Source: an optimization exercise on an open RTL-to-GDS flow (aim: small area and a short achievable clock period). Production flows keep margins and buffers that such runs may drop. Where RTL was checked, it was by simulation tests only, not by an equivalence proof against the original. Function not checked in run 1: the RTL went through the layout flow alone. No activity file was given, so power comes from the tool's default toggle rates.

$ cat config.mk
export PLATFORM = sky130hd
export DESIGN_NAME = ordered_queue_fifo_min_max
export DESIGN_NICKNAME = ordered_queue_fifo_min_max
export VERILOG_FILES = /design/flow/design.v
export SDC_FILE = /design/flow/constraint.sdc
export NUM_CORES = 4
export LEC_CHECK = 0
export CAP_MARGIN = 20
export CORE_MARGIN = 2
export CORE_UTILIZATION = 40
export SETUP_SLACK_MARGIN = 3.5
export SLEW_MARGIN = 20
$ cat constraint.sdc
create_clock -name core_clock -period 6.5 [get_ports {i_clk}]
set_input_delay 1.3000 -clock core_clock [delete_from_list [all_inputs] [get_ports {i_clk}]]
set_output_delay 1.3000 -clock core_clock [all_outputs]
set_load 0.01 [all_outputs]
$ cat design.v
`default_nettype none
package oqfmm_pkg;
    localparam logic [1:0] MODE_FIFO = 2'd0;
    localparam logic [1:0] MODE_MIN  = 2'd1;
    localparam logic [1:0] MODE_MAX  = 2'd2;
    localparam logic       FUNC_ENQ  = 1'b0;
    localparam logic       FUNC_DEQ  = 1'b1;
    localparam logic [1:0] STATUS_DONE  = 2'd0;
    localparam logic [1:0] STATUS_EMPTY = 2'd1;
    localparam logic [1:0] STATUS_FULL  = 2'd2;
endpackage
`default_nettype wire
`default_nettype none
module oqfmm_cmp (
    input  wire         i_min,
    input  wire         i_max,
    input  wire [31:0]  i_stored,
    input  wire [31:0]  i_value,
    output logic        o_here
);
    logic [31:0] w_a;
    logic [31:0] w_nb;
    logic [31:0] w_g1, w_p1;
    logic [15:0] w_g2, w_p2;
    logic [7:0]  w_g3, w_p3;
    logic [3:0]  w_g4, w_p4;
    logic [1:0]  w_g5, w_p5;
    logic        w_g6, w_p6;
    logic        w_ge;
    assign w_a  = {~i_stored[31], i_stored[30:0]};
    assign w_nb = {i_value[31], ~i_value[30:0]};
    assign w_g1 = w_a & w_nb;
    assign w_p1 = w_a | w_nb;
    for (genvar i = 0; i < 16; i++) begin : g_l2
        assign w_g2[i] = w_g1[2*i+1] | (w_p1[2*i+1] & w_g1[2*i]);
        assign w_p2[i] = w_p1[2*i+1] & w_p1[2*i];
    end
    for (genvar i = 0; i < 8; i++) begin : g_l3
        assign w_g3[i] = w_g2[2*i+1] | (w_p2[2*i+1] & w_g2[2*i]);
        assign w_p3[i] = w_p2[2*i+1] & w_p2[2*i];
    end
    for (genvar i = 0; i < 4; i++) begin : g_l4
        assign w_g4[i] = w_g3[2*i+1] | (w_p3[2*i+1] & w_g3[2*i]);
        assign w_p4[i] = w_p3[2*i+1] & w_p3[2*i];
    end
    for (genvar i = 0; i < 2; i++) begin : g_l5
        assign w_g5[i] = w_g4[2*i+1] | (w_p4[2*i+1] & w_g4[2*i]);
        assign w_p5[i] = w_p4[2*i+1] & w_p4[2*i];
    end
    assign w_g6 = w_g5[1] | (w_p5[1] & w_g5[0]);
    assign w_p6 = w_p5[1] & w_p5[0];
    assign w_ge = w_g6 | (w_p6 & i_min);
    assign o_here = (i_min && w_ge) || (i_max && !w_ge);
endmodule
module oqfmm_cell (
    input  wire                    i_clk,
    input  wire                    i_ins,         
    input  wire                    i_rem,         
    input  wire                    i_occupied,
    input  wire                    i_found,
    input  wire signed [31:0]      i_new_value,   
    input  wire signed [31:0]      i_left_value,
    input  wire signed [31:0]      i_right_value,
    input  wire                    i_in_min,      
    input  wire                    i_in_max,
    input  wire signed [31:0]      i_in_value,    
    input  wire                    i_new_cmp,     
    input  wire                    i_left_cmp,    
    input  wire                    i_right_cmp,   
    output logic                   o_here,
    output logic                   o_cmp,         
    output logic signed [31:0]     o_value
);
    logic signed [31:0] r_value;
    logic signed [31:0] n_value;
    logic               r_cmp;
    logic               n_cmp;
    logic               w_take_left;
    logic               w_take_new;
    logic               w_take_right;
    logic               w_keep;
    assign o_here = !i_occupied || r_cmp;
    assign w_take_left  = i_ins && i_found;
    assign w_take_new   = i_ins && !i_found && o_here;
    assign w_take_right = i_rem;
    assign w_keep       = !(w_take_left || w_take_new || w_take_right);
    assign n_value = ({32{w_keep}}       & r_value)
                   | ({32{w_take_left}}  & i_left_value)
                   | ({32{w_take_new}}   & i_new_value)
                   | ({32{w_take_right}} & i_right_value);
    oqfmm_cmp u_cmp (
        .i_min    (i_in_min),
        .i_max    (i_in_max),
        .i_stored (r_value),
        .i_value  (i_in_value),
        .o_here   (o_cmp)
    );
    assign n_cmp = (w_keep       && o_cmp)
                || (w_take_left  && i_left_cmp)
                || (w_take_new   && i_new_cmp)
                || (w_take_right && i_right_cmp);
    always_ff @(posedge i_clk) begin
        r_value <= n_value;
        r_cmp   <= n_cmp;
    end
    assign o_value = r_value;
endmodule
`default_nettype wire
`default_nettype none
module oqfmm_rbuf (
    input  wire          i_clk,
    input  wire          i_rst_n,
    input  wire          i_push,
    input  wire [1:0]    i_kind,        
    input  wire [31:0]   i_value,       
    input  wire [31:0]   i_row_head,    
    input  wire [4:0]    i_count,       
    output logic         o_full,
    output logic         o_valid,
    input  wire          i_stall,
    output logic [1:0]   o_status,
    output logic [31:0]  o_value,
    output logic [4:0]   o_occupancy
);
    localparam logic [1:0] KIND_ENQ   = 2'd0;
    localparam logic [1:0] KIND_EMPTY = 2'd1;
    localparam logic [1:0] KIND_FULL  = 2'd2;
    localparam logic [1:0] KIND_DEQ   = 2'd3;
    logic [1:0]  r_fill;
    logic [1:0]  r_head_kind;
    logic [1:0]  r_tail_kind;
    logic [31:0] r_head_value;
    logic        w_pop;
    logic        w_load_new;
    logic        w_load_tail;
    logic        w_keep;
    logic        w_take_value;
    logic        w_take_row;
    assign w_pop    = o_valid && !i_stall;
    assign o_valid  = (r_fill != 2'd0);
    assign o_full   = r_fill[1];
    assign w_load_new  = i_push && (r_fill == 2'd0 || w_pop);
    assign w_load_tail = w_pop && r_fill[1];
    assign w_keep      = !(w_load_new || w_load_tail);
    always_ff @(posedge i_clk) begin
        if (!i_rst_n) begin
            r_fill <= 2'd0;
        end else begin
            r_fill <= r_fill + {1'b0, i_push} - {1'b0, w_pop};
        end
    end
    always_ff @(posedge i_clk) begin
        if (w_load_new) begin
            r_head_kind <= i_kind;
        end else if (w_load_tail) begin
            r_head_kind <= r_tail_kind;
        end
        if (i_push && !w_load_new) begin
            r_tail_kind <= i_kind;
        end
    end
    assign w_take_value = w_load_new && (i_kind == KIND_DEQ);
    assign w_take_row   = w_load_tail && (r_tail_kind == KIND_DEQ);
    always_ff @(posedge i_clk) begin
        r_head_value <= ({32{w_keep}}       & r_head_value)
                      | ({32{w_take_value}} & i_value)
                      | ({32{w_take_row}}   & i_row_head);
    end
    always_comb begin
        o_status = (r_head_kind == KIND_DEQ) ? 2'd0 : r_head_kind;
        o_value  = r_head_value;
        o_occupancy = i_count;
        if (r_fill[1]) begin
            if (r_tail_kind == KIND_ENQ) begin
                o_occupancy = i_count - 5'd1;
            end else if (r_tail_kind == KIND_DEQ) begin
                o_occupancy = i_count + 5'd1;
            end
        end
    end
endmodule
`default_nettype wire
`default_nettype none
module ordered_queue_fifo_min_max #(
    parameter int DEPTH = 16
) (
    input  wire                i_clk,
    input  wire                i_rst_n,
    input  wire                i_in_valid,
    output logic               o_in_stall,
    input  wire                i_func,
    input  wire signed [31:0]  i_value_in,
    output logic               o_out_valid,
    input  wire                i_out_stall,
    output logic [1:0]         o_status,
    output logic signed [31:0] o_value_out,
    output logic [4:0]         o_occupancy,
    input  wire                i_cfg_valid,
    output logic               o_cfg_ready,
    input  wire [1:0]          i_cfg_data
);
    localparam int CW = $clog2(DEPTH + 1);
    logic [1:0]          r_mode;
    logic [CW-1:0]       r_count;      
    logic [CW-1:0]       n_count;
    logic [CW-1:0]       r_row_count;  
    logic                r_ins;        
    logic                r_rem;        
    logic signed [31:0]  r_new;        
    logic                w_in_min;
    logic                w_in_max;
    logic                w_new_cmp;
    logic                w_accept;
    logic                w_enq;
    logic                w_deq;
    logic                w_full;
    logic                w_empty;
    logic                w_buf_full;
    logic                w_rem;
    logic [1:0]          w_kind;
    logic [DEPTH:0]      w_found;
    logic [DEPTH-1:0]    w_here;
    logic [DEPTH-1:0]    w_cmp;
    logic [DEPTH-1:0][31:0] w_value;
    logic [31:0]         w_head_next;
    assign o_cfg_ready = 1'b1;
    assign o_in_stall  = w_buf_full;
    assign w_accept    = i_in_valid && !w_buf_full;
    assign w_full      = r_count[CW-1];
    assign w_empty     = (r_count == '0);
    assign w_enq       = w_accept && (i_func == oqfmm_pkg::FUNC_ENQ) && !w_full;
    assign w_deq       = w_accept && (i_func == oqfmm_pkg::FUNC_DEQ) && !w_empty;
    assign w_in_min    = (r_mode == oqfmm_pkg::MODE_MIN);
    assign w_in_max    = (r_mode == oqfmm_pkg::MODE_MAX);
    always_comb begin
        n_count = r_count;
        if (w_enq) begin
            n_count = r_count + CW'(1);
        end else if (w_deq) begin
            n_count = r_count - CW'(1);
        end
    end
    always_comb begin
        if (i_func == oqfmm_pkg::FUNC_ENQ) begin
            w_kind = w_full ? 2'd2 : 2'd0;
        end else begin
            w_kind = w_empty ? 2'd1 : 2'd3;
        end
    end
    assign w_rem = r_rem && !w_buf_full;
    always_ff @(posedge i_clk) begin
        if (!i_rst_n) begin
            r_mode      <= oqfmm_pkg::MODE_FIFO;
            r_count     <= '0;
            r_row_count <= '0;
            r_ins       <= 1'b0;
            r_rem       <= 1'b0;
        end else begin
            if (i_cfg_valid) begin
                r_mode <= i_cfg_data;
            end
            r_count <= n_count;
            if (r_ins) begin
                r_row_count <= r_row_count + CW'(1);
            end else if (w_rem) begin
                r_row_count <= r_row_count - CW'(1);
            end
            r_ins <= w_enq;
            r_rem <= w_deq || (r_rem && w_buf_full);
        end
    end
    always_ff @(posedge i_clk) begin
        r_new <= i_value_in;
    end
    oqfmm_cmp u_new_cmp (
        .i_min    (w_in_min),
        .i_max    (w_in_max),
        .i_stored (r_new),
        .i_value  (i_value_in),
        .o_here   (w_new_cmp)
    );
    assign w_found[0] = 1'b0;
    for (genvar g = 0; g < DEPTH; g++) begin : g_cell
        logic signed [31:0] w_left;
        logic signed [31:0] w_right;
        logic               w_left_cmp;
        logic               w_right_cmp;
        if (g == 0) begin : g_first
            assign w_left     = 32'sd0;
            assign w_left_cmp = 1'b0;
        end else begin : g_mid
            assign w_left     = w_value[g-1];
            assign w_left_cmp = w_cmp[g-1];
        end
        if (g == DEPTH - 1) begin : g_last
            assign w_right     = 32'sd0;
            assign w_right_cmp = 1'b0;
        end else begin : g_inner
            assign w_right     = w_value[g+1];
            assign w_right_cmp = w_cmp[g+1];
        end
        oqfmm_cell u_cell (
            .i_clk         (i_clk),
            .i_ins         (r_ins),
            .i_rem         (w_rem),
            .i_occupied    (CW'(g) < r_row_count),
            .i_found       (w_found[g]),
            .i_new_value   (r_new),
            .i_left_value  (w_left),
            .i_right_value (w_right),
            .i_in_min      (w_in_min),
            .i_in_max      (w_in_max),
            .i_in_value    (i_value_in),
            .i_new_cmp     (w_new_cmp),
            .i_left_cmp    (w_left_cmp),
            .i_right_cmp   (w_right_cmp),
            .o_here        (w_here[g]),
            .o_cmp         (w_cmp[g]),
            .o_value       (w_value[g])
        );
        assign w_found[g+1] = |w_here[g:0];
    end
    always_comb begin
        w_head_next = w_value[0];
        if (r_ins) begin
            if (w_here[0]) begin
                w_head_next = r_new;
            end
        end else if (r_rem) begin
            w_head_next = w_value[1];
        end
    end
    oqfmm_rbuf u_rbuf (
        .i_clk       (i_clk),
        .i_rst_n     (i_rst_n),
        .i_push      (w_accept),
        .i_kind      (w_kind),
        .i_value     (w_head_next),
        .i_row_head  (w_value[0]),
        .i_count     (r_count),
        .o_full      (w_buf_full),
        .o_valid     (o_out_valid),
        .i_stall     (i_out_stall),
        .o_status    (o_status),
        .o_value     (o_value_out),
        .o_occupancy (o_occupancy)
    );
endmodule
`default_nettype wire
$ cat run.sh
#!/bin/bash
# synth_recipe.tcl (not shown) runs the flow's synth.tcl, then flattens the netlist and writes it again
# the make line also repeats each setting of config.mk as NAME=value (left out here)
make -C /OpenROAD-flow-scripts/flow DESIGN_CONFIG=/design/flow/config.mk WORK_HOME=/design/flow/orfs CLKGATE_MAP_FILE= SYNTH_SCRIPT=/design/flow/synth_recipe.tcl finish
==> results of run 1 <==
==> power by group through the flow <==
stage	Clock, mW	Combinational, mW	Sequential [mW]
after global routing	4.62	7.67	7.91
after CTS	4.47	6.86	7.61
after detailed placement	0	6.10	7.62
final	4.46	7.27	7.76
after floorplan	0	4.12	6.68
after global placement	0	6.02	7.62
==> flip-flops by register name (all words and copies together), names as in the netlist <==
register,flops
g_cell.u_cell.r_cmp,16
g_cell.u_cell.r_value,512
r_count,5
r_ins,1
r_mode,2
r_new,32
r_rem,1
r_row_count,5
u_rbuf.r_fill,2
u_rbuf.r_head_kind,2
u_rbuf.r_head_value,32
u_rbuf.r_tail_kind,2
==> cell usage in the layout (no fill, tap or decap), types with 24 or more instances in the layout <==
master             n
a21o_1            25
a21oi_1          186
a221o_1          104
a222oi_1         344
a22o_1           124
a22oi_1          193
buf_12            39
buf_4            315
buf_6             52
clkbuf_16         80
clkdlybuf4s50_1   40
dfxtp_1          595
inv_1            232
nand2_1          688
nand2b_1         114
nand3_1           73
nand4_1           24
nor2_1           152
nor2_4            27
nor2b_1           76
nor3_1            24
o211ai_1          62
o21ai_0          169
o221ai_1          64
o22ai_1           79
==> through the flow <==
| step | area, um2 | util | cells |
|---|---|---|---|
| CTS | 43990 | 0.5079 | 5720 |
| detailed placement | 37020 | 0.4274 | 5323 |
| floorplan | 35460 | - | 4390 |
| finish | 44440 | 0.5131 | 5742 |
| global placement | 37000 | 0.4272 | 5321 |
| global route | 44430 | 0.5130 | 5738 |
==> worst register-to-register path, delay by kind of cell, from the launching register on <==
| family | cells | cell delay [ns] |
|---|---|---|
| simple gates | 2 | 0.37 |
| compound gates | 6 | 2.20 |
| buf+inv | 1 | 0.14 |
| flops | 1 | 0.32 |
==> what timing repair did <==
item                       4_1_cts  5_1_grt
resized for setup              669       63
setup buffers                  249       18
pin swaps                      197       73
setup endpoints to repair      374      196
cloned                          16        0
==> final cells by class <==
cell class / instances / area, um2
inverters: 263 / 1181
fillers: 8114 / 42170
multi-input cells: 3086 / 22170
flip-flops and latches: 612 / 12320
clock inverters: 23 / 295.3
repair buffers: 484 / 4712
repair inverters: 6 / 45.04
diodes: 4 / 10.01
clock buffers: 109 / 2261
well taps: 1155 / 1445
==> logic make-up after synthesis <==
kind of cell               count (synthesis)  synth area share
AOI/OAI and AO/OA                       1679            0.3772
and+or+nand+nor                         1356            0.1793
buffers and inverters                    693           0.07688
DFF                                      612            0.3523
adders and majority gates                 33          0.009969
xor gates and xnor gates                  11          0.002761
muxes                                      5          0.001470
other                                      1         0.0001075
==> final timing paths <==
check / start / end / slack (ns) / cells past startpoint
worst min-delay path: g_cell[4].u_cell.r_value[10] / g_cell[4].u_cell.r_value[10] / 0.46 / 2
worst min register to register: g_cell[4].u_cell.r_value[10] / g_cell[4].u_cell.r_value[10] / 0.46 / 2
worst max register to register: g_cell[4].u_cell.r_value[10] / g_cell[3].u_cell.r_cmp / 3.38 / 9
worst max-delay path: i_value_in[9] / g_cell[3].u_cell.r_cmp / 2.95 / 11
==> routing by layer <==
layer  up-vias  track usage
met5         -            0
met4         4       0.2776
met1     19470       0.5040
li1      17250            -
met3       829       0.1206
met2      3391       0.5523
==> reports/results.ini, run 1 <==
[run_status]
status=timing/DRC/antenna clean

[grt]
grt_pass1_vias=37920
grt_max_degree=206
grt-ovfl-total=0
grt_pass1_wl_um=263000
gr-usage-all-layers=0.3911
antenna_found_initial=2

[sta]
fmax_ghz=0.2813
rsz0062_at_grt=true
fin_worst_hold_slack_ns=0.4571
period_share=0.5469
tns_ns=0
period_minus_slack_ns=3.555
hold_violations=0
finalWorstSetupSlack_ns=2.945
finalSetupViolations=0
finalMaxSlewViolations=0
skew_ns=0.03269
worst_slew_pin_slew_ns=1.194
slew-limit-headroom=0.2043

[synthesis]
synth_nets=4437
syn_area_per_cell_um2=7.948
ys_seq_elements=612
async_flop_share=0
yosys-top-cells-count=nand2_1 (696), dfxtp_1 (608), clkbuf_1 (356), a222oi_1 (344), inv_1 (246)
yosysTopAreaCell=dfxtp_1
synth-edff-count=4
synth_warnings=3
synthesis.area_um2=34890
netlist_top_cells_area=dfxtp_1 (35%), a222oi_1 (9.9%), nand2_1 (7.5%), a22oi_1 (4.3%), clkbuf_1 (3.8%)
ys_seq_area_frac=0.3523
synth_top_area_frac=0.3488
synth.distinct_cells=92
synthMostInstantiatedCell=nand2_1
yosys_most_used_dff=dfxtp_1
synthesis.instances=4390

[placed_design]
hpwl_um=116400
preCtsSetupSlack_ns=0.8120
numPortBuffers=80
gp_congestion=1.070

[clocking]
tritoncts=yes
path_clk_slew_ns=0.06
clockRootBuffer=clkbuf_16
hold_buffers=0
htree_num_levels=3
cts-buffers-inserted=75
cts_sinks=612
ctsLongestPathBuffers=3
clock_latency_ns=0.66

[power]
netSwitchingPower_mw=8.529
power.total_mw=19.49
p_sw_frac=0.4377
peakVddDrop_mv=0.3133
p_seq_frac=0.398
power.clock.fraction=0.229
power.leakage_nw=17.14
combPwrFrac=0.373
pwr_density_cell_nw_per_um2=438.5
p_int_mw=10.96

[detailed_routing]
dr_total_vias=40940
ant_nets=0
firstDrtPassIters=11
wl_met2_um=73850
drtIter0Drc=8286
m1WireLength_um=68720
drc_errors=0
top_layer=met5
via_per_inst=7.130
wl_met3_um=25380
wl_per_cell_um=31.85
routed_wl_um=182900

[die]
coreArea_um2=86620
dieWidth_um=299.3
die_h_um=299.3
rows=108
die_area_um2=89600
start_util=0.4028
ios=82

[setup_path]
startpoint_type=primary input
worstPathRequired_ns=7.04
critical_path_buf_inv_count=3
crit_arrival_ns=4.09
slowest_stage=a222oi_1
crit_path_end_kind=flip-flop
path_class=in -> reg
cp_cell_sequence=buf_8 > buf_12 > buf_12 > a222oi_1 > a221o_1 > a222oi_1 > a31o_2 > o2111ai_4 > or2_4 > a221oi_2 > nand3_1
crit_path_max_incr_delay_ns=0.97
critPathMaxFanout=3
critPathTopFamily=compound AO/OA/AOI/OAI gates

[worst_hold_path]
worst_hold_path_type=reg -> reg

[final_layout]
drive_gt1_frac=0.2051
area_growth_pct=27.38
nets=4575

[flow_run]
drv_cap=0

==> run 2: changes to the inputs <==
--- a/design.v
+++ b/design.v
@@ -56,7 +56,7 @@
     input  wire                    i_clk,
     input  wire                    i_ins,         
     input  wire                    i_rem,         
-    input  wire                    i_occupied,
+    input  wire                    i_occupied,    
     input  wire                    i_found,
     input  wire signed [31:0]      i_new_value,   
     input  wire signed [31:0]      i_left_value,
@@ -67,19 +67,20 @@
     input  wire                    i_new_cmp,     
     input  wire                    i_left_cmp,    
     input  wire                    i_right_cmp,   
-    output logic                   o_here,
+    output logic                   o_here,        
     output logic                   o_cmp,         
     output logic signed [31:0]     o_value
 );
     logic signed [31:0] r_value;
     logic signed [31:0] n_value;
-    logic               r_cmp;
-    logic               n_cmp;
+    logic               r_here;
+    logic               n_here;
+    logic               w_cmp;
     logic               w_take_left;
     logic               w_take_new;
     logic               w_take_right;
     logic               w_keep;
-    assign o_here = !i_occupied || r_cmp;
+    assign o_here = r_here;
     assign w_take_left  = i_ins && i_found;
     assign w_take_new   = i_ins && !i_found && o_here;
     assign w_take_right = i_rem;
@@ -93,15 +94,16 @@
         .i_max    (i_in_max),
         .i_stored (r_value),
         .i_value  (i_in_value),
-        .o_here   (o_cmp)
+        .o_here   (w_cmp)
     );
-    assign n_cmp = (w_keep       && o_cmp)
-                || (w_take_left  && i_left_cmp)
-                || (w_take_new   && i_new_cmp)
-                || (w_take_right && i_right_cmp);
+    assign o_cmp = !i_occupied || w_cmp;
+    assign n_here = (w_keep       && o_cmp)
+                 || (w_take_left  && i_left_cmp)
+                 || (w_take_new   && i_new_cmp)
+                 || (w_take_right && i_right_cmp);
     always_ff @(posedge i_clk) begin
         r_value <= n_value;
-        r_cmp   <= n_cmp;
+        r_here  <= n_here;
     end
     assign o_value = r_value;
 endmodule
@@ -113,6 +115,7 @@
     input  wire          i_push,
     input  wire [1:0]    i_kind,        
     input  wire [31:0]   i_value,       
+    input  wire [4:0]    i_occupancy,   
     input  wire [31:0]   i_row_head,    
     input  wire [4:0]    i_count,       
     output logic         o_full,
@@ -122,38 +125,41 @@
     output logic [31:0]  o_value,
     output logic [4:0]   o_occupancy
 );
-    localparam logic [1:0] KIND_ENQ   = 2'd0;
-    localparam logic [1:0] KIND_EMPTY = 2'd1;
-    localparam logic [1:0] KIND_FULL  = 2'd2;
-    localparam logic [1:0] KIND_DEQ   = 2'd3;
-    logic [1:0]  r_fill;
-    logic [1:0]  r_head_kind;
-    logic [1:0]  r_tail_kind;
+    localparam logic [1:0] KIND_DEQ = 2'd3;
+    logic        r_valid;
+    logic        r_full;
+    logic [1:0]  r_head_status;
+    logic [4:0]  r_head_occupancy;
     logic [31:0] r_head_value;
+    logic [1:0]  r_tail_kind;
     logic        w_pop;
     logic        w_load_new;
     logic        w_load_tail;
     logic        w_keep;
     logic        w_take_value;
     logic        w_take_row;
-    assign w_pop    = o_valid && !i_stall;
-    assign o_valid  = (r_fill != 2'd0);
-    assign o_full   = r_fill[1];
-    assign w_load_new  = i_push && (r_fill == 2'd0 || w_pop);
-    assign w_load_tail = w_pop && r_fill[1];
+    assign w_pop   = r_valid && !i_stall;
+    assign o_valid = r_valid;
+    assign o_full  = r_full;
+    assign w_load_new  = i_push && (!r_valid || w_pop);
+    assign w_load_tail = w_pop && r_full;
     assign w_keep      = !(w_load_new || w_load_tail);
     always_ff @(posedge i_clk) begin
         if (!i_rst_n) begin
-            r_fill <= 2'd0;
+            r_valid <= 1'b0;
+            r_full  <= 1'b0;
         end else begin
-            r_fill <= r_fill + {1'b0, i_push} - {1'b0, w_pop};
+            r_valid <= i_push || r_full || (r_valid && !w_pop);
+            r_full  <= (i_push && r_valid && !w_pop) || (r_full && !w_pop);
         end
     end
     always_ff @(posedge i_clk) begin
         if (w_load_new) begin
-            r_head_kind <= i_kind;
+            r_head_status    <= (i_kind == KIND_DEQ) ? 2'd0 : i_kind;
+            r_head_occupancy <= i_occupancy;
         end else if (w_load_tail) begin
-            r_head_kind <= r_tail_kind;
+            r_head_status    <= (r_tail_kind == KIND_DEQ) ? 2'd0 : r_tail_kind;
+            r_head_occupancy <= i_count;
         end
         if (i_push && !w_load_new) begin
             r_tail_kind <= i_kind;
@@ -166,18 +172,9 @@
                       | ({32{w_take_value}} & i_value)
                       | ({32{w_take_row}}   & i_row_head);
     end
-    always_comb begin
-        o_status = (r_head_kind == KIND_DEQ) ? 2'd0 : r_head_kind;
-        o_value  = r_head_value;
-        o_occupancy = i_count;
-        if (r_fill[1]) begin
-            if (r_tail_kind == KIND_ENQ) begin
-                o_occupancy = i_count - 5'd1;
-            end else if (r_tail_kind == KIND_DEQ) begin
-                o_occupancy = i_count + 5'd1;
-            end
-        end
-    end
+    assign o_status    = r_head_status;
+    assign o_value     = r_head_value;
+    assign o_occupancy = r_head_occupancy;
 endmodule
 `default_nettype wire
 `default_nettype none
@@ -294,7 +291,7 @@
         end
         if (g == DEPTH - 1) begin : g_last
             assign w_right     = 32'sd0;
-            assign w_right_cmp = 1'b0;
+            assign w_right_cmp = 1'b1;
         end else begin : g_inner
             assign w_right     = w_value[g+1];
             assign w_right_cmp = w_cmp[g+1];
@@ -336,6 +333,7 @@
         .i_push      (w_accept),
         .i_kind      (w_kind),
         .i_value     (w_head_next),
+        .i_occupancy (n_count),
         .i_row_head  (w_value[0]),
         .i_count     (r_count),
         .o_full      (w_buf_full),
--- a/config.mk
+++ b/config.mk
@@ -8,5 +8,5 @@
 export CAP_MARGIN = 20
 export CORE_MARGIN = 2
 export CORE_UTILIZATION = 40
-export SETUP_SLACK_MARGIN = 3.5
+export SETUP_SLACK_MARGIN = 4.0
 export SLEW_MARGIN = 20
==> reports/results.ini, run 2 <==
[detailed_routing]
via_per_inst=7.184  ; was 7.130
dr_total_vias=41900  ; was 40,940
drtIter0Drc=9705  ; was 8,286
routed_wl_um=183900  ; was 182,900 um
firstDrtPassIters=14  ; was 11
ant_nets=0  ; unchanged
wl_per_cell_um=31.52  ; was 31.85 um
drc_errors=0  ; unchanged

[power]
netSwitchingPower_mw=5.403  ; was 8.529 mW
combPwrFrac=0.284  ; was 0.373
p_sw_frac=0.3822  ; was 0.4377
p_seq_frac=0.409  ; was 0.398
peakVddDrop_mv=0.2103  ; was 0.3133 mV
power.clock.fraction=0.307  ; was 0.229
pwr_density_cell_nw_per_um2=303.8  ; was 438.5 nW/um2
p_int_mw=8.735  ; was 10.96 mW
power.total_mw=14.14  ; was 19.49 mW
power.leakage_nw=18.74  ; was 17.14 nW

[worst_hold_path]
whs_path_depth=1  ; was 2
holdPathEnd=u_rbuf.r_head_value[14]  ; was g_cell[4].u_cell.r_value[10]
worst_hold_path_type=reg -> reg  ; unchanged
hold_start=u_rbuf.r_head_value[14]  ; was g_cell[4].u_cell.r_value[10]

[final_layout]
fill_cells=7858  ; was 8,114
top_register=g_cell.u_cell.r_value  ; unchanged
fin_cells=5833  ; was 5,742
drive_gt1_frac=0.2419  ; was 0.2051
layout_commonest_cell=nand2_1  ; unchanged
nets=4666  ; was 4,575
mostFrequentLayoutCells=nand2_1 (806), dfxtp_1 (589), a222oi_1 (543)  ; was nand2_1 (688), dfxtp_1 (595), a222oi_1 (344)
area_growth_pct=32.77  ; was 27.38%
largest_reg_flops=512  ; unchanged
final_util=0.5364  ; was 0.5131
reg_top3=g_cell.u_cell.r_value (512), r_new (32), u_rbuf.r_head_value (32)  ; unchanged

[sta]
period_minus_slack_ns=3.267  ; was 3.555 ns
fmax_ghz=0.3061  ; was 0.2813 GHz
finalMaxSlewViolations=0  ; unchanged
worst_slew_pin_slew_ns=1.168  ; was 1.194 ns
skew_ns=0.03777  ; was 0.03269 ns
finalSetupViolations=0  ; unchanged
period_share=0.5026  ; was 0.5469
fin_worst_hold_slack_ns=0.4742  ; was 0.4571 ns
hold_violations=0  ; unchanged
tns_ns=0  ; unchanged
slew-limit-headroom=0.2194  ; was 0.2043
rsz0062_at_grt=true  ; unchanged

[setup_path]
r2r_slack_ns=3.37  ; was 3.38 ns
reg2reg_depth=13  ; was 9
crit_arrival_ns=3.79  ; was 4.09 ns
reg2reg_from=g_cell[1].u_cell.r_here  ; was g_cell[4].u_cell.r_value[10]
crit_path_end_kind=flip-flop  ; unchanged
worstPathRequired_ns=7.02  ; was 7.04 ns
startpoint_type=primary input  ; unchanged
rr_endpoint=g_cell[12].u_cell.r_here  ; was g_cell[3].u_cell.r_cmp
critPathMaxFanout=6  ; was 3
path_class=in -> reg  ; unchanged

[die]
rows=108  ; unchanged
die_area_um2=90010  ; was 89,600 um2
dieWidth_um=300.0  ; was 299.3 um
coreArea_um2=86750  ; was 86,620 um2
start_util=0.4040  ; was 0.4028
die_h_um=300.0  ; was 299.3 um
ios=82  ; unchanged

[clocking]
clockRootBuffer=clkbuf_16  ; unchanged
ctsLongestPathBuffers=3  ; unchanged
hold_buffers=0  ; unchanged
cts_sinks=617  ; was 612
tritoncts=yes  ; unchanged
clock_latency_ns=0.67  ; was 0.66 ns
htree_num_levels=3  ; unchanged
cts-buffers-inserted=73  ; was 75
path_clk_slew_ns=0.06  ; about the same

[synthesis]
synthMostInstantiatedCell=nand2_1  ; unchanged
ys_seq_elements=617  ; was 612
yosysTopAreaCell=dfxtp_1  ; unchanged
synth_warnings=3  ; unchanged
ys_seq_area_frac=0.3550  ; was 0.3523
yosys-top-cells-count=nand2_1 (921), dfxtp_1 (608), a222oi_1 (543), clkbuf_1 (381), inv_1 (259)  ; was nand2_1 (696), dfxtp_1 (608), clkbuf_1 (356), a222oi_1 (344), inv_1 (246)
syn_area_per_cell_um2=7.959  ; was 7.948 um2
synth-edff-count=9  ; was 4
synthesis.instances=4404  ; was 4,390
yosys_most_used_dff=dfxtp_1  ; unchanged
netlist_top_cells_area=dfxtp_1 (35%), a222oi_1 (16%), nand2_1 (9.9%), clkbuf_1 (4.1%), inv_1 (2.8%)  ; was dfxtp_1 (35%), a222oi_1 (9.9%), nand2_1 (7.5%), a22oi_1 (4.3%), clkbuf_1 (3.8%)
async_flop_share=0  ; unchanged
synth_top_area_frac=0.3473  ; was 0.3488
synthesis.area_um2=35050  ; was 34,890 um2
synth_nets=4449  ; was 4,437
synth.distinct_cells=90  ; was 92

[placed_design]
gp_congestion=0.9898  ; was 1.070
hpwl_um=108100  ; was 116,400 um
place_inst=5316  ; was 5,323
numPortBuffers=80  ; unchanged

[grt]
antenna_found_initial=6  ; was 2
grt_pass1_vias=37510  ; was 37,920
gr-usage-all-layers=0.3731  ; was 0.3911
grt-ovfl-total=0  ; unchanged
grt_max_degree=93  ; was 206
grt_pass1_wl_um=254300  ; was 263,000 um

[flow_run]
drv_cap=0  ; unchanged

[run_status]
status=timing/DRC/antenna clean  ; unchanged

-- run 2: cell count changes after synthesis, moves of 49 or more --
cell	delta
nand2_1	+225
a222oi_1	+199
a22oi_1	-112
a22o_1	-83
nor2_1	-73
a211oi_1	+72
a221o_1	-52
a21oi_1	-49
-- run 2: critical path: stages --
cell and delay [ns]:
buf_12 0.11, buf_12 0.12, buf_4 0.13, buf_4 0.14, nand2b_1 0.08, o221ai_2 0.12, nor3_2 0.41, nand4_1 0.33
a21oi_2 0.21, nor3_2 0.07, mux2_2 0.30, a22o_1 0.18, a211o_1 0.27
-- run 2: cells by family (layout without fill, tap and decap cells) --
logic type | after synthesis | after routing | synth area share
buf+inv | 713 | 980 | 0.07836
compound gates | 1488 | 1489 | 0.3472
mux | 44 | 44 | 0.01267
fa+ha+maj | 38 | 38 | 0.01121
other cells | 1 | 3 | 0.0001070
xor+xnor | 8 | 8 | 0.001999
simple gates | 1495 | 1499 | 0.1935
flops | 617 | 617 | 0.3550
-- run 2: how the worst max path moves through the flow --
stage,start,to,slack (ns),depth (start not counted)
after global routing,i_value_in[9],g_cell[9].u_cell.r_here,3.25,13
after floorplan,i_value_in[18],g_cell[13].u_cell.r_here,3.15,11
after CTS,g_cell[2].u_cell.r_here,g_cell[15].u_cell.r_value[27],3.35,11
after detailed placement,i_value_in[26],g_cell[4].u_cell.r_here,1.30,9
after global placement,i_value_in[26],g_cell[3].u_cell.r_here,1.34,9
final,i_value_in[27],g_cell[11].u_cell.r_here,3.23,13
-- run 2: routing by layer --
| layer | GRT usage | wire, um |
|---|---|---|
| met5 | 0 | 168 |
| met4 | 0.2435 | 15820 |
| met3 | 0.1184 | 27420 |
| met2 | 0.5580 | 76460 |
| met1 | 0.4613 | 64010 |
-- run 2: metrics by stage --
step	cell area (um2)	worst slack [ns]
after floorplan	35870	3.147
after global placement	36970	1.340
after detailed placement	36970	1.297
after CTS	44040	3.347
after global routing	46530	3.254
final	46530	3.233
-- run 2: cell type report --
type | count | area (um2) | area share
well taps | 1155 | 1445 | 0.03106
flip-flops and latches | 617 | 12490 | 0.2683
clock inverters | 31 | 352.8 | 0.007582
repair buffers | 565 | 6763 | 0.1453
diodes | 2 | 5.005 | 0.0001076
multi-input cells | 3079 | 22100 | 0.4749
clock buffers | 99 | 2096 | 0.04504
repair inverters | 13 | 101.3 | 0.002178
inverters | 272 | 1185 | 0.02546
-- run 2: power groups by stage --
| stage | logic, mW | registers (mW) | clock network, mW |
|---|---|---|---|
| 3_5_place_dp | 3.06 | 5.74 | 0 |
| 5_1_grt | 4.23 | 5.85 | 4.49 |
| 4_1_cts | 3.56 | 5.68 | 4.34 |
| 3_3_place_gp | 3.02 | 5.74 | 0 |
| 2_1_floorplan | 2.20 | 5.24 | 0 |
| 6_report | 4.02 | 5.78 | 4.34 |
-- run 2: timing repair --
| item | 4_1_cts | 5_1_grt |
|---|---|---|
| setup endpoints to repair | 599 | 464 |
| pin swaps | 157 | 158 |
| setup buffers | 226 | 85 |
| gates cloned | 50 | 23 |
| gates resized for setup | 797 | 348 |
==> run 3: changes to the inputs <==
--- a/config.mk
+++ b/config.mk
@@ -6,7 +6,9 @@
 export NUM_CORES = 4
 export LEC_CHECK = 0
 export CAP_MARGIN = 20
+export CELL_PAD_IN_SITES_DETAIL_PLACEMENT = 1
 export CORE_MARGIN = 2
 export CORE_UTILIZATION = 40
 export SETUP_SLACK_MARGIN = 4.0
 export SLEW_MARGIN = 20
+export TNS_END_PERCENT = 5
==> reports/results.ini, run 3 <==
[final_layout]
largest_reg_flops=512  ; unchanged
area_growth_pct=23.84  ; was 32.77%
mostFrequentLayoutCells=nand2_1 (915), dfxtp_1 (594), a222oi_1 (543)  ; was nand2_1 (806), dfxtp_1 (589), a222oi_1 (543)
layout_commonest_cell=nand2_1  ; unchanged
nets=4525  ; was 4,666
finish.instance_area_um2=43410  ; was 46,530 um2
reg_top3=g_cell.u_cell.r_value (512), r_new (32), u_rbuf.r_head_value (32)  ; unchanged
top_register=g_cell.u_cell.r_value  ; unchanged
drive_gt1_frac=0.1800  ; was 0.2419

[sta]
finalMaxSlewViolations=0  ; unchanged
rsz0062_at_grt=true  ; unchanged
fmax_ghz=0.2952  ; was 0.3061 GHz
period_minus_slack_ns=3.388  ; was 3.267 ns
slew-limit-headroom=0.1418  ; was 0.2194
skew_ns=0.02938  ; was 0.03777 ns
tns_ns=0  ; unchanged
hold_violations=0  ; unchanged
period_share=0.5212  ; was 0.5026
finalSetupViolations=0  ; unchanged
worst_slew_pin_slew_ns=1.287  ; was 1.168 ns
fin_worst_hold_slack_ns=0.4833  ; was 0.4742 ns

[run_status]
status=timing/DRC/antenna clean  ; unchanged

[synthesis]
yosysTopAreaCell=dfxtp_1  ; unchanged
ys_seq_elements=617  ; unchanged
synthesis.instances=4404  ; unchanged
synth_top_area_frac=0.3473  ; unchanged
synthMostInstantiatedCell=nand2_1  ; unchanged
yosys_most_used_dff=dfxtp_1  ; unchanged
synth_warnings=3  ; unchanged
netlist_top_cells_area=dfxtp_1 (35%), a222oi_1 (16%), nand2_1 (9.9%), clkbuf_1 (4.1%), inv_1 (2.8%)  ; unchanged
ys_seq_area_frac=0.3550  ; unchanged
synth_nets=4449  ; unchanged
synthesis.area_um2=35050  ; unchanged
synth.distinct_cells=90  ; unchanged
yosys-top-cells-count=nand2_1 (921), dfxtp_1 (608), a222oi_1 (543), clkbuf_1 (381), inv_1 (259)  ; unchanged
synth-edff-count=9  ; unchanged
async_flop_share=0  ; unchanged
syn_area_per_cell_um2=7.959  ; unchanged

[power]
pwr_density_cell_nw_per_um2=322.1  ; was 303.8 nW/um2
peakVddDrop_mv=0.2000  ; was 0.2103 mV
power.leakage_nw=17.19  ; was 18.74 nW

[setup_path]
critPathMaxFanout=7  ; was 6
startpoint_type=primary input  ; unchanged
path_class=in -> reg  ; unchanged
crit_path_end_kind=flip-flop  ; unchanged
crit_arrival_ns=3.95  ; was 3.79 ns
worstPathRequired_ns=7.06  ; was 7.02 ns

[detailed_routing]
drtIter0Drc=9510  ; was 9,705
firstDrtPassIters=15  ; was 14
wl_per_cell_um=33.97  ; was 31.52 um
dr_total_vias=42160  ; was 41,900
routed_wl_um=193300  ; was 183,900 um
via_per_inst=7.410  ; was 7.184
ant_nets=0  ; unchanged
drc_errors=0  ; unchanged

[clocking]
clockRootBuffer=clkbuf_16  ; unchanged
cts-buffers-inserted=74  ; was 73
ctsLongestPathBuffers=3  ; unchanged
clock_latency_ns=0.68  ; was 0.67 ns
htree_num_levels=3  ; unchanged
path_clk_slew_ns=0.07  ; was 0.06 ns
tritoncts=yes  ; unchanged
cts_sinks=617  ; unchanged

[grt]
antenna_found_initial=4  ; was 6
grt-ovfl-total=0  ; unchanged
gr-usage-all-layers=0.4119  ; was 0.3731
grt_pass1_wl_um=279600  ; was 254,300 um
grt_max_degree=159  ; was 93
grt_pass1_vias=40310  ; was 37,510

[placed_design]
gp_congestion=1.057  ; was 0.9898
hpwl_um=122000  ; was 108,100 um
place_area_um2=37060  ; was 36,970 um2
numPortBuffers=80  ; unchanged

[die]
ios=82  ; unchanged
die_area_um2=90010  ; unchanged
start_util=0.4040  ; unchanged
coreArea_um2=86750  ; unchanged
rows=108  ; unchanged
dieWidth_um=300.0  ; unchanged
die_h_um=300.0  ; unchanged

[worst_hold_path]
worst_hold_path_type=reg -> reg  ; unchanged

[flow_run]
drv_cap=0  ; unchanged

==> run 3: cell types whose count changed in the layout (fill, tap and decap cells not counted), moves of 25 or more <==
cell | before | now
buf_12 | 78 | 32
nand2_4 | 29 | 1
nand2_1 | 806 | 915
clkdlybuf4s50_1 | 5 | 46
nand2_2 | 85 | 5
buf_2 | 41 | 5
buf_16 | 30 | 5
==> run 3: path summary, 6_finish.rpt <==
kind                                     start                            to  slack, ns  cells after the start
hold / removal    g_cell[12].u_cell.r_value[1]  g_cell[13].u_cell.r_value[1]       0.48                      2
hold reg to reg   g_cell[12].u_cell.r_value[1]  g_cell[13].u_cell.r_value[1]       0.48                      2
setup reg to reg       g_cell[3].u_cell.r_here  g_cell[8].u_cell.r_value[17]       3.22                     11
setup / recovery                i_value_in[22]       g_cell[2].u_cell.r_here       3.11                     13
==> run 3: critical path: stages <==
cell,delay [ns]
buf_6,0.08
buf_6,0.14
clkinvlp_4,0.15
buf_8,0.16
buf_4,0.13
a21oi_1,0.20
o22ai_1,0.25
o21bai_1,0.33
a21o_1,0.31
a221oi_1,0.39
a31oi_1,0.18
o21ai_0,0.22
nand3_1,0.10
==> run 3: layout make-up <==
type                       count  area (um2)
antenna                        1       2.502
clock buffer                 101        2136
clock inverter                28       287.8
fill                       10070       43350
inverter                     272        1136
multi-input combinational   3078       21600
sequential                   617       12470
tap                         1155        1445
timing repair buffer         430        4289
timing repair inverter         7       41.29
==> run 3: cell families (layout without fill, tap and decap cells) <==
kind of cell,after synthesis,after routing,share of synthesized area
mux,44,44,0.01267
other cells,1,2,0.0001070
xor+xnor,8,8,0.001999
fa+ha+maj,38,38,0.01121
simple gates,1495,1497,0.1935
buf+inv,713,838,0.07836
flops,617,617,0.3550
compound gates,1488,1490,0.3472
==> run 3: power by group <==
group,switching (mW),internal [mW]
clock,1.85,2.47
sequential,1.35,4.52
combinational,2.32,1.47
total,5.53,8.45
==> run 3: per-stage QoR <==
stage | setup slack, ns | instances | utilization | power [mW]
finish | 3.112 | 5689 | 0.5003 | 13.98
global route | 3.146 | 5688 | 0.5003 | 14.37
CTS | 3.306 | 5671 | 0.4958 | 13.63
detailed placement | 0.3842 | 5335 | 0.4272 | 8.967
global placement | 0.3335 | 5332 | 0.4266 | 8.840
floorplan | 3.147 | 4404 | - | 7.408
==> run 3: repair_timing <==
action	4_1_cts	5_1_grt
gates resized for setup	554	58
setup endpoints to repair	616	620
gates cloned	23	1
setup buffers	184	16
hold buffers	0	0
pin swaps	143	73
==> run 3: metal layers <==
layer | wire [um] | track usage | vias up
met5 | 37 | 0 | -
met4 | 15750 | 0.2885 | 6
met3 | 27350 | 0.1196 | 851
met2 | 77980 | 0.5832 | 3503
met1 | 72170 | 0.5356 | 20640
li1 | - | - | 17160
==> run 4: changes to the inputs <==
--- a/config.mk
+++ b/config.mk
@@ -8,7 +8,7 @@
 export CAP_MARGIN = 20
 export CELL_PAD_IN_SITES_DETAIL_PLACEMENT = 1
 export CORE_MARGIN = 2
-export CORE_UTILIZATION = 40
+export CORE_UTILIZATION = 55
 export SETUP_SLACK_MARGIN = 4.0
 export SLEW_MARGIN = 20
 export TNS_END_PERCENT = 5
==> reports/results.ini, run 4 <==
[clocking]
clockRootBuffer=clkbuf_16  ; unchanged
ctsLongestPathBuffers=3  ; unchanged
htree_num_levels=3  ; unchanged
cts_sinks=617  ; unchanged
cts-buffers-inserted=71  ; was 74
hold_buffers=0  ; unchanged

[synthesis]
syn_area_per_cell_um2=7.959  ; unchanged
yosys-top-cells-count=nand2_1 (921), dfxtp_1 (608), a222oi_1 (543), clkbuf_1 (381), inv_1 (259)  ; unchanged
ys_seq_area_frac=0.3550  ; unchanged
synthesis.instances=4404  ; unchanged
synthMostInstantiatedCell=nand2_1  ; unchanged
synthesis.area_um2=35050  ; unchanged
synth_warnings=3  ; unchanged
yosysTopAreaCell=dfxtp_1  ; unchanged
yosys_most_used_dff=dfxtp_1  ; unchanged
netlist_top_cells_area=dfxtp_1 (35%), a222oi_1 (16%), nand2_1 (9.9%), clkbuf_1 (4.1%), inv_1 (2.8%)  ; unchanged
ys_seq_elements=617  ; unchanged
async_flop_share=0  ; unchanged
synth-edff-count=9  ; unchanged
synth_nets=4449  ; unchanged
synth_top_area_frac=0.3473  ; unchanged
synth.distinct_cells=90  ; unchanged

[grt]
gr-usage-all-layers=0.7933
grt-ovfl-total=3
grt_max_degree=150

[run_status]
status=aborted with a tool error  ; was timing/DRC/antenna clean
error=[ERROR GRT-0232] Routing congestion too high. Check the congestion heatmap in the GUI.
stop_stage=5_1_grt

[die]
dieWidth_um=256.4  ; was 300.0 um
die_h_um=256.4  ; was 300.0 um
ios=82  ; unchanged
rows=92  ; was 108
start_util=0.5556  ; was 0.4040

[placed_design]
gp_congestion=1.054  ; was 1.057
hpwl_um=117500  ; was 122,000 um
place_area_um2=36620  ; was 37,060 um2
numPortBuffers=80  ; unchanged

==> run 4: cell counts after synthesis <==
No cell type changed its count.
==> run 4: worst max-delay path by stage <==
stage	end	slack, ns	startpoint
2_1_floorplan	g_cell[13].u_cell.r_here	3.15	i_value_in[18]
3_3_place_gp	g_cell[4].u_cell.r_here	0.41	i_value_in[29]
3_5_place_dp	g_cell[3].u_cell.r_here	0.75	i_value_in[29]
4_1_cts	g_cell[15].u_cell.r_value[7]	3.23	g_cell[3].u_cell.r_here
==> run 4: cells by family after synthesis <==
logic type / Yosys count / synth area share
buffers and inverters: 713 / 0.07836
xor gates and xnor gates: 8 / 0.001999
DFF: 617 / 0.3550
muxes: 44 / 0.01267
adders and majority gates: 38 / 0.01121
and+or+nand+nor: 1495 / 0.1935
AOI/OAI and AO/OA: 1488 / 0.3472
other: 1 / 0.0001070
==> run 4: power groups by stage <==
stage	logic (mW)	clock network (mW)	registers (mW)
CTS	3.64	4.09	5.72
detailed placement	3.19	0	5.77
global placement	3.05	0	5.73
floorplan	2.17	0	5.23
==> run 4: metrics by stage <==
| step | setup WS [ns] | std cells |
|---|---|---|
| 4_1_cts | 3.231 | 5361 |
| 3_3_place_gp | 0.4110 | 5015 |
| 3_5_place_dp | 0.7534 | 5017 |
| 2_1_floorplan | 3.147 | 4404 |
==> run 4: layer usage <==
metal,GRT overflow,track usage
met3,0,0.6717
met4,1,0.7431
met1,0,0.8071
met2,2,0.9245
met5,0,0.4832
==> run 4: timing repair <==
action	CTS
setup endpoints to repair	611
pin swaps	171
gates resized for setup	535
cloned	25
setup buffers	203
==> run 5: changes to the inputs <==
--- a/config.mk
+++ b/config.mk
@@ -5,10 +5,10 @@
 export SDC_FILE = /design/flow/constraint.sdc
 export NUM_CORES = 4
 export LEC_CHECK = 0
-export CAP_MARGIN = 20
+export CAP_MARGIN = 0
 export CELL_PAD_IN_SITES_DETAIL_PLACEMENT = 1
 export CORE_MARGIN = 2
-export CORE_UTILIZATION = 55
+export CORE_UTILIZATION = 40
 export SETUP_SLACK_MARGIN = 4.0
-export SLEW_MARGIN = 20
+export SLEW_MARGIN = 0
 export TNS_END_PERCENT = 5
==> reports/results.ini, run 5 <==
[run_status]
status=timing/DRC/antenna clean  ; was aborted with a tool error

[synthesis]
yosys_most_used_dff=dfxtp_1  ; unchanged
synthMostInstantiatedCell=nand2_1  ; unchanged
async_flop_share=0  ; unchanged
synth_top_area_frac=0.3473  ; unchanged
synth_warnings=3  ; unchanged
synthesis.instances=4404  ; unchanged
ys_seq_area_frac=0.3550  ; unchanged
synthesis.area_um2=35050  ; unchanged
netlist_top_cells_area=dfxtp_1 (35%), a222oi_1 (16%), nand2_1 (9.9%), clkbuf_1 (4.1%), inv_1 (2.8%)  ; unchanged
yosys-top-cells-count=nand2_1 (921), dfxtp_1 (608), a222oi_1 (543), clkbuf_1 (381), inv_1 (259)  ; unchanged
synth-edff-count=9  ; unchanged
syn_area_per_cell_um2=7.959  ; unchanged
yosysTopAreaCell=dfxtp_1  ; unchanged
synth_nets=4449  ; unchanged
ys_seq_elements=617  ; unchanged
synth.distinct_cells=90  ; unchanged

[power]
peakVddDrop_mv=0.2246
pwr_density_cell_nw_per_um2=323.5
power.leakage_nw=17.52
power.total_mw=14.30

[placed_design]
place_area_um2=37030  ; was 36,620 um2
place_inst=5333  ; was 5,017
numPortBuffers=80  ; unchanged
hpwl_um=121800  ; was 117,500 um
gp_congestion=1.057  ; was 1.054
preCtsSetupSlack_ns=0.3781  ; was 0.7534 ns

[sta]
finalWorstSetupSlack_ns=3.034
tns_ns=0
rsz0062_at_grt=true
period_share=0.5332
fin_worst_hold_slack_ns=0.4825
hold_violations=0
slew-limit-headroom=0.08575
worst_slew_pin_slew_ns=1.368
period_minus_slack_ns=3.466
fmax_ghz=0.2885
skew_ns=0.03220
finalMaxSlewViolations=0
finalSetupViolations=0

[detailed_routing]
routed_wl_um=200600
firstDrtPassIters=13
ant_nets=0
drc_errors=0
drtIter0Drc=9918
via_per_inst=7.499
wl_per_cell_um=35.03
dr_total_vias=42940

[final_layout]
mostFrequentLayoutCells=nand2_1 (908), dfxtp_1 (595), a222oi_1 (543)
seqCellArea_um2=12470
reg_top3=g_cell.u_cell.r_value (512), r_new (32), u_rbuf.r_head_value (32)
largest_reg_flops=512
multi_input_area_um2=21640
fill_cells=9963
nets=4553
final_util=0.5097
area_growth_pct=26.16
layout_commonest_cell=nand2_1
top_register=g_cell.u_cell.r_value
drive_gt1_frac=0.1886
finish.instance_area_um2=44220
fin_cells=5726

[die]
coreArea_um2=86750
rows=108  ; was 92
start_util=0.4040  ; was 0.5556
ios=82  ; unchanged
die_area_um2=90010
die_h_um=300.0  ; was 256.4 um
dieWidth_um=300.0  ; was 256.4 um

[clocking]
tritoncts=yes
path_clk_slew_ns=0.07
hold_buffers=0  ; unchanged
clock_latency_ns=0.67
cts_sinks=617  ; unchanged
htree_num_levels=3  ; unchanged
cts-buffers-inserted=74  ; was 71
ctsLongestPathBuffers=3  ; unchanged
clockRootBuffer=clkbuf_16  ; unchanged

[setup_path]
startpoint_type=primary input
cp_common_cell=buf_6
cp_cell_sequence=buf_6 > buf_8 > buf_4 > buf_6 > nand2b_4 > a2111oi_4 > a2111oi_2 > or3b_4 > a31o_4 > and4_1 > a211o_1 > a22oi_2 > nand3_1
slowest_stage=or3b_4
path_class=in -> reg
crit_path_end_kind=flip-flop
crit_arrival_ns=3.99
worstPathRequired_ns=7.02
critPathMaxFanout=4
crit_path_max_incr_delay_ns=0.48

[grt]
grt_pass1_wl_um=279400
grt-ovfl-total=0
grt_pass1_vias=40170
gr-usage-all-layers=0.4120
antenna_found_initial=6
grt_max_degree=159

[worst_hold_path]
worst_hold_path_type=reg -> reg

[flow_run]
drv_cap=0

[run 5: cell counts after synthesis]
No cell type changed its count.
[run 5: per-layer routing]
layer	up-vias	share of wire	global-route usage	wire length [um]
li1	17220	-	-	-
met1	20950	0.36	0.5403	72840
met2	3847	0.40	0.5862	80660
met3	924	0.15	0.1125	30660
met4	4	0.081	0.2806	16200
met5	-	0.00099	0.007937	199
[run 5: worst max-delay path, delay by kind of cell]
kind	cells	cell delay, ns
AND/OR/NAND/NOR	4	0.92
AO/OA/AOI/OAI	5	1.30
buffers and inverters	4	0.46
[run 5: kinds of logic after synthesis]
group,synth area share
AND/OR/NAND/NOR,0.1935
AO/OA/AOI/OAI,0.3472
buffers and inverters,0.07836
flip-flops,0.3550
multiplexers,0.01267
adder cells (fa/ha/maj),0.01121
XOR/XNOR,0.001999
other,0.0001070
[run 5: power by group]
group	leakage, nW	internal [mW]	switching, mW	total, mW
clock	1.26	2.69	1.86	4.55
sequential	5.05	4.52	1.36	5.88
combinational	11.2	1.50	2.37	3.88
total	17.5	8.71	5.60	14.3
[run 5: final timing paths]
| path | start | to | slack (ns) | cells past startpoint |
|---|---|---|---|---|
| max | i_value_in[16] | g_cell[8].u_cell.r_here | 3.03 | 13 |
| min | g_cell[12].u_cell.r_value[1] | g_cell[13].u_cell.r_value[1] | 0.48 | 2 |
| max reg2reg | g_cell[0].u_cell.r_here | g_cell[7].u_cell.r_value[9] | 3.30 | 8 |
| min reg2reg | g_cell[12].u_cell.r_value[1] | g_cell[13].u_cell.r_value[1] | 0.48 | 2 |
[run 5: repair_timing]
action,4_1_cts,5_1_grt
pin swaps,168,69
gates cloned,23,16
setup endpoints to repair,616,618
buffers inserted,182,33
gates resized for setup,570,87
[run 5: final cells by class]
cell class | count | area share
Clock inverter | 30 | 0.008432
Inverter | 272 | 0.02592
Timing Repair inverter | 7 | 0.0009620
Multi-Input combinational cell | 3078 | 0.4893
Timing Repair Buffer | 458 | 0.1105
Sequential cell | 617 | 0.2819
Tap cell | 1155 | 0.03268
Clock buffer | 103 | 0.04991
Antenna cell | 6 | 0.0003395
==> run 6: changes to the inputs <==
--- a/config.mk
+++ b/config.mk
@@ -5,10 +5,12 @@
 export SDC_FILE = /design/flow/constraint.sdc
 export NUM_CORES = 4
 export LEC_CHECK = 0
-export CAP_MARGIN = 0
+export CAP_MARGIN = 20
 export CELL_PAD_IN_SITES_DETAIL_PLACEMENT = 1
 export CORE_MARGIN = 2
 export CORE_UTILIZATION = 40
+export CTS_CLUSTER_DIAMETER = 80
+export CTS_CLUSTER_SIZE = 25
 export SETUP_SLACK_MARGIN = 4.0
-export SLEW_MARGIN = 0
+export SLEW_MARGIN = 20
 export TNS_END_PERCENT = 5
==> reports/results.ini, run 6 <==
[run_status]
status=timing/DRC/antenna clean  ; unchanged

[final_layout]
nets=4519  ; was 4,553
reg_top3=g_cell.u_cell.r_value (512), r_new (32), u_rbuf.r_head_value (32)  ; unchanged
final_util=0.4938  ; was 0.5097
layout_commonest_cell=nand2_1  ; unchanged
largest_reg_flops=512  ; unchanged
area_growth_pct=22.23  ; was 26.16%
fin_cells=5664  ; was 5,726
fill_cells=10100  ; was 9,963
top_register=g_cell.u_cell.r_value  ; unchanged
drive_gt1_frac=0.1800  ; was 0.1886
mostFrequentLayoutCells=nand2_1 (915), dfxtp_1 (594), a222oi_1 (543)  ; was nand2_1 (908), dfxtp_1 (595), a222oi_1 (543)

[die]
die_h_um=300.0  ; unchanged
dieWidth_um=300.0  ; unchanged
start_util=0.4040  ; unchanged
ios=82  ; unchanged
coreArea_um2=86750  ; unchanged
die_area_um2=90010  ; unchanged
rows=108  ; unchanged

[worst_hold_path]
holdPathEnd=g_cell[13].u_cell.r_value[1]  ; unchanged
whs_path_depth=2  ; unchanged
hold_start=g_cell[12].u_cell.r_value[1]  ; unchanged
worst_hold_path_type=reg -> reg  ; unchanged

[sta]
period_minus_slack_ns=3.385  ; was 3.466 ns
fin_worst_hold_slack_ns=0.4853  ; was 0.4825 ns
finalSetupViolations=0  ; unchanged
skew_ns=0.03892  ; was 0.03220 ns
rsz0062_at_grt=true  ; unchanged
period_share=0.5208  ; was 0.5332
tns_ns=0  ; unchanged
worst_slew_pin_slew_ns=1.235  ; was 1.368 ns
slew-limit-headroom=0.1768  ; was 0.08575
finalMaxSlewViolations=0  ; unchanged
finalWorstSetupSlack_ns=3.115  ; was 3.034 ns
hold_violations=0  ; unchanged
fmax_ghz=0.2954  ; was 0.2885 GHz

[setup_path]
critPathTopFamily=simple AND/OR/NAND/NOR gates  ; was compound AO/OA/AOI/OAI gates
reg2reg_depth=11  ; was 8
crit_path_end_kind=flip-flop  ; unchanged
slowest_stage=or4b_4  ; was or3b_4
startpoint_type=primary input  ; unchanged
rr_endpoint=g_cell[15].u_cell.r_value[26]  ; was g_cell[7].u_cell.r_value[9]
crit_arrival_ns=3.97  ; was 3.99 ns
r2r_slack_ns=3.26  ; was 3.30 ns
reg2reg_from=g_cell[0].u_cell.r_here  ; unchanged
cp_common_cell=buf_4  ; was buf_6
crit_path_max_incr_delay_ns=0.60  ; was 0.48 ns
critical_path_buf_inv_count=5  ; was 4
path_class=in -> reg  ; unchanged
critPathMaxFanout=4  ; unchanged
worstPathRequired_ns=7.09  ; was 7.02 ns
cp_cell_sequence=buf_4 > buf_8 > a222oi_1 > buf_4 > or4b_4 > nor4_4 > buf_4 > nand2_2 > a2bb2oi_2 > o211ai_1 > buf_4 > a22oi_2 > nand3_1  ; was buf_6 > buf_8 > buf_4 > buf_6 > nand2b_4 > a2111oi_4 > a2111oi_2 > or3b_4 > a31o_4 > and4_1 > a211o_1 > a22oi_2 > nand3_1

[synthesis]
syn_area_per_cell_um2=7.959  ; unchanged
synthesis.area_um2=35050  ; unchanged
yosysTopAreaCell=dfxtp_1  ; unchanged
ys_seq_elements=617  ; unchanged
synth_warnings=3  ; unchanged
synth_top_area_frac=0.3473  ; unchanged
synth_nets=4449  ; unchanged
netlist_top_cells_area=dfxtp_1 (35%), a222oi_1 (16%), nand2_1 (9.9%), clkbuf_1 (4.1%), inv_1 (2.8%)  ; unchanged
synthesis.instances=4404  ; unchanged
yosys-top-cells-count=nand2_1 (921), dfxtp_1 (608), a222oi_1 (543), clkbuf_1 (381), inv_1 (259)  ; unchanged
ys_seq_area_frac=0.3550  ; unchanged
yosys_most_used_dff=dfxtp_1  ; unchanged
synthMostInstantiatedCell=nand2_1  ; unchanged
async_flop_share=0  ; unchanged
synth-edff-count=9  ; unchanged
synth.distinct_cells=90  ; unchanged

[clocking]
cts_sinks=617  ; unchanged
htree_num_levels=2  ; was 3
clock_latency_ns=0.66  ; was 0.67 ns
tritoncts=yes  ; unchanged
ctsLongestPathBuffers=3  ; unchanged
path_clk_slew_ns=0.10  ; was 0.07 ns
clockRootBuffer=clkbuf_16  ; unchanged
cts-buffers-inserted=40  ; was 74
hold_buffers=0  ; unchanged

[placed_design]
place_inst=5335  ; was 5,333
numPortBuffers=80  ; unchanged
hpwl_um=122000  ; was 121,800 um
preCtsSetupSlack_ns=0.3842  ; was 0.3781 ns
gp_congestion=1.057  ; unchanged

[flow_run]
drv_cap=0  ; unchanged

[grt]
antenna_found_initial=4  ; was 6
grt_pass1_vias=39770  ; was 40,170
grt_pass1_wl_um=276900  ; was 279,400 um
gr-usage-all-layers=0.4070  ; was 0.4120
grt_max_degree=159  ; unchanged
grt-ovfl-total=0  ; unchanged

[detailed_routing]
drtIter0Drc=9901  ; was 9,918
via_per_inst=7.434  ; was 7.499
firstDrtPassIters=13  ; unchanged
ant_nets=0  ; unchanged
drc_errors=0  ; unchanged
dr_total_vias=42110  ; was 42,940
wl_per_cell_um=34.20  ; was 35.03 um
routed_wl_um=193700  ; was 200,600 um

[power]
power.leakage_nw=16.88  ; was 17.52 nW
peakVddDrop_mv=0.2010  ; was 0.2246 mV
pwr_density_cell_nw_per_um2=297.6  ; was 323.5 nW/um2

run 6: cell counts after synthesis:
No cell type changed its count.
run 6: metrics by stage:
step,area (um2),total power [mW]
global route,42830,13.12
finish,42840,12.75
global placement,37010,8.840
floorplan,35520,7.408
CTS,41880,12.34
detailed placement,37060,8.967
run 6: worst register-to-register path, cell delays in order, from the launching register on:
cell and delay, ns:
dfxtp_4 0.36, or4_4 0.55, or4_4 0.47, nor3_4 0.21, nand2b_4 0.11, nor3_4 0.20, and4b_4 0.32, nor3_4 0.06
buf_6 0.19, buf_12 0.16, a222oi_1 0.35, inv_1 0.11
run 6: where the power goes:
part | switching, mW | leakage, nW | internal, mW | total, mW
Clock | 1.70 | 0.707 | 1.37 | 3.07
Combinational | 2.33 | 11.1 | 1.49 | 3.82
Sequential | 1.35 | 5.05 | 4.51 | 5.86
run 6: metal layers:
layer	vias to the layer above	track usage	wire length (um)
li1	17120	-	-
met1	20500	0.5333	71330
met2	3653	0.5811	78880
met3	826	0.1147	28160
met4	4	0.2680	15230
met5	-	0.007407	105
run 6: final cells by class:
class	instances	area, um2	area share
multi-input combinational	3078	21620	0.5046
sequential	617	12470	0.2910
timing repair buffer	457	4663	0.1088
tap	1155	1445	0.03373
inverter	272	1134	0.02646
clock buffer	46	1085	0.02532
clock inverter	27	374.1	0.008732
timing repair inverter	8	46.29	0.001081
antenna	4	10.01	0.0002336
run 6: repair_timing:
action / CTS / global route
pin swaps: 166 / 99
hold endpoints to repair: 0 / 0
buffers inserted: 178 / 46
setup endpoints to repair: 617 / 621
gates resized for setup: 534 / 103
gates cloned: 23 / 5
run 6: worst max-delay path by stage:
stage | startpoint | end | slack (ns) | cells past startpoint
after floorplan | i_value_in[18] | g_cell[13].u_cell.r_here | 3.15 | 11
after global placement | i_value_in[26] | g_cell[4].u_cell.r_here | 0.33 | 8
after detailed placement | i_value_in[25] | g_cell[0].u_cell.r_here | 0.38 | 10
after CTS | g_cell[0].u_cell.r_here | g_cell[15].u_cell.r_value[26] | 3.29 | 11
after global routing | i_value_in[17] | g_cell[3].u_cell.r_here | 3.13 | 15
final | i_value_in[18] | g_cell[1].u_cell.r_here | 3.11 | 13
run 6: cells by family (layout without fill, tap and decap cells):
group                      after synthesis  in the layout  synth area share
AOI/OAI and AO/OA                     1488           1490            0.3472
xor gates and xnor gates                 8              8          0.001999
and+or+nand+nor                       1495           1497            0.1935
muxes                                   44             44           0.01267
adders and majority gates               38             38           0.01121
buffers and inverters                  713            810           0.07836
DFF                                    617            617            0.3550
other                                    1              5         0.0001070

separate check: timing with driven ports:
The results above use ideal ports. As a check the final layouts listed here were re-extracted and re-timed, cells and wires unchanged. Step 1 (the two cells are an assumption about what drives the block):
set clk [get_ports {i_clk}]
set_driving_cell -lib_cell sky130_fd_sc_hd__clkbuf_16 $clk
set_driving_cell -lib_cell sky130_fd_sc_hd__buf_2 [delete_from_list [all_inputs] $clk]
Step 2, shift: input delay + t, output delay - t, t = (earliest + latest rising clock arrival at the registers) / 2. This alone moves slack from input paths to output paths. Slacks: no drivers / after step 1 / after step 2; pairs: no drivers / after step 1.
run	t (ns)	setup WS [ns]	worst setup path after step 2	worst data-port slew with drivers (ns)
run 1	0.723	2.945 / 2.975 / 2.252	input to register	0.09
run 2	0.720	3.233 / 3.254 / 2.533	input to register	0.08
run 3	0.734	3.112 / 3.143 / 2.409	input to register	0.06
run 5	0.723	3.034 / 3.066 / 2.343	input to register	0.06
run 6	0.711	3.115 / 3.141 / 2.430	input to register	0.10
After both steps setup and hold are still met in every run listed. The setup slack of run 3, which loses most, moves by +0.031 ns with the drivers and by -0.703 ns with both steps.
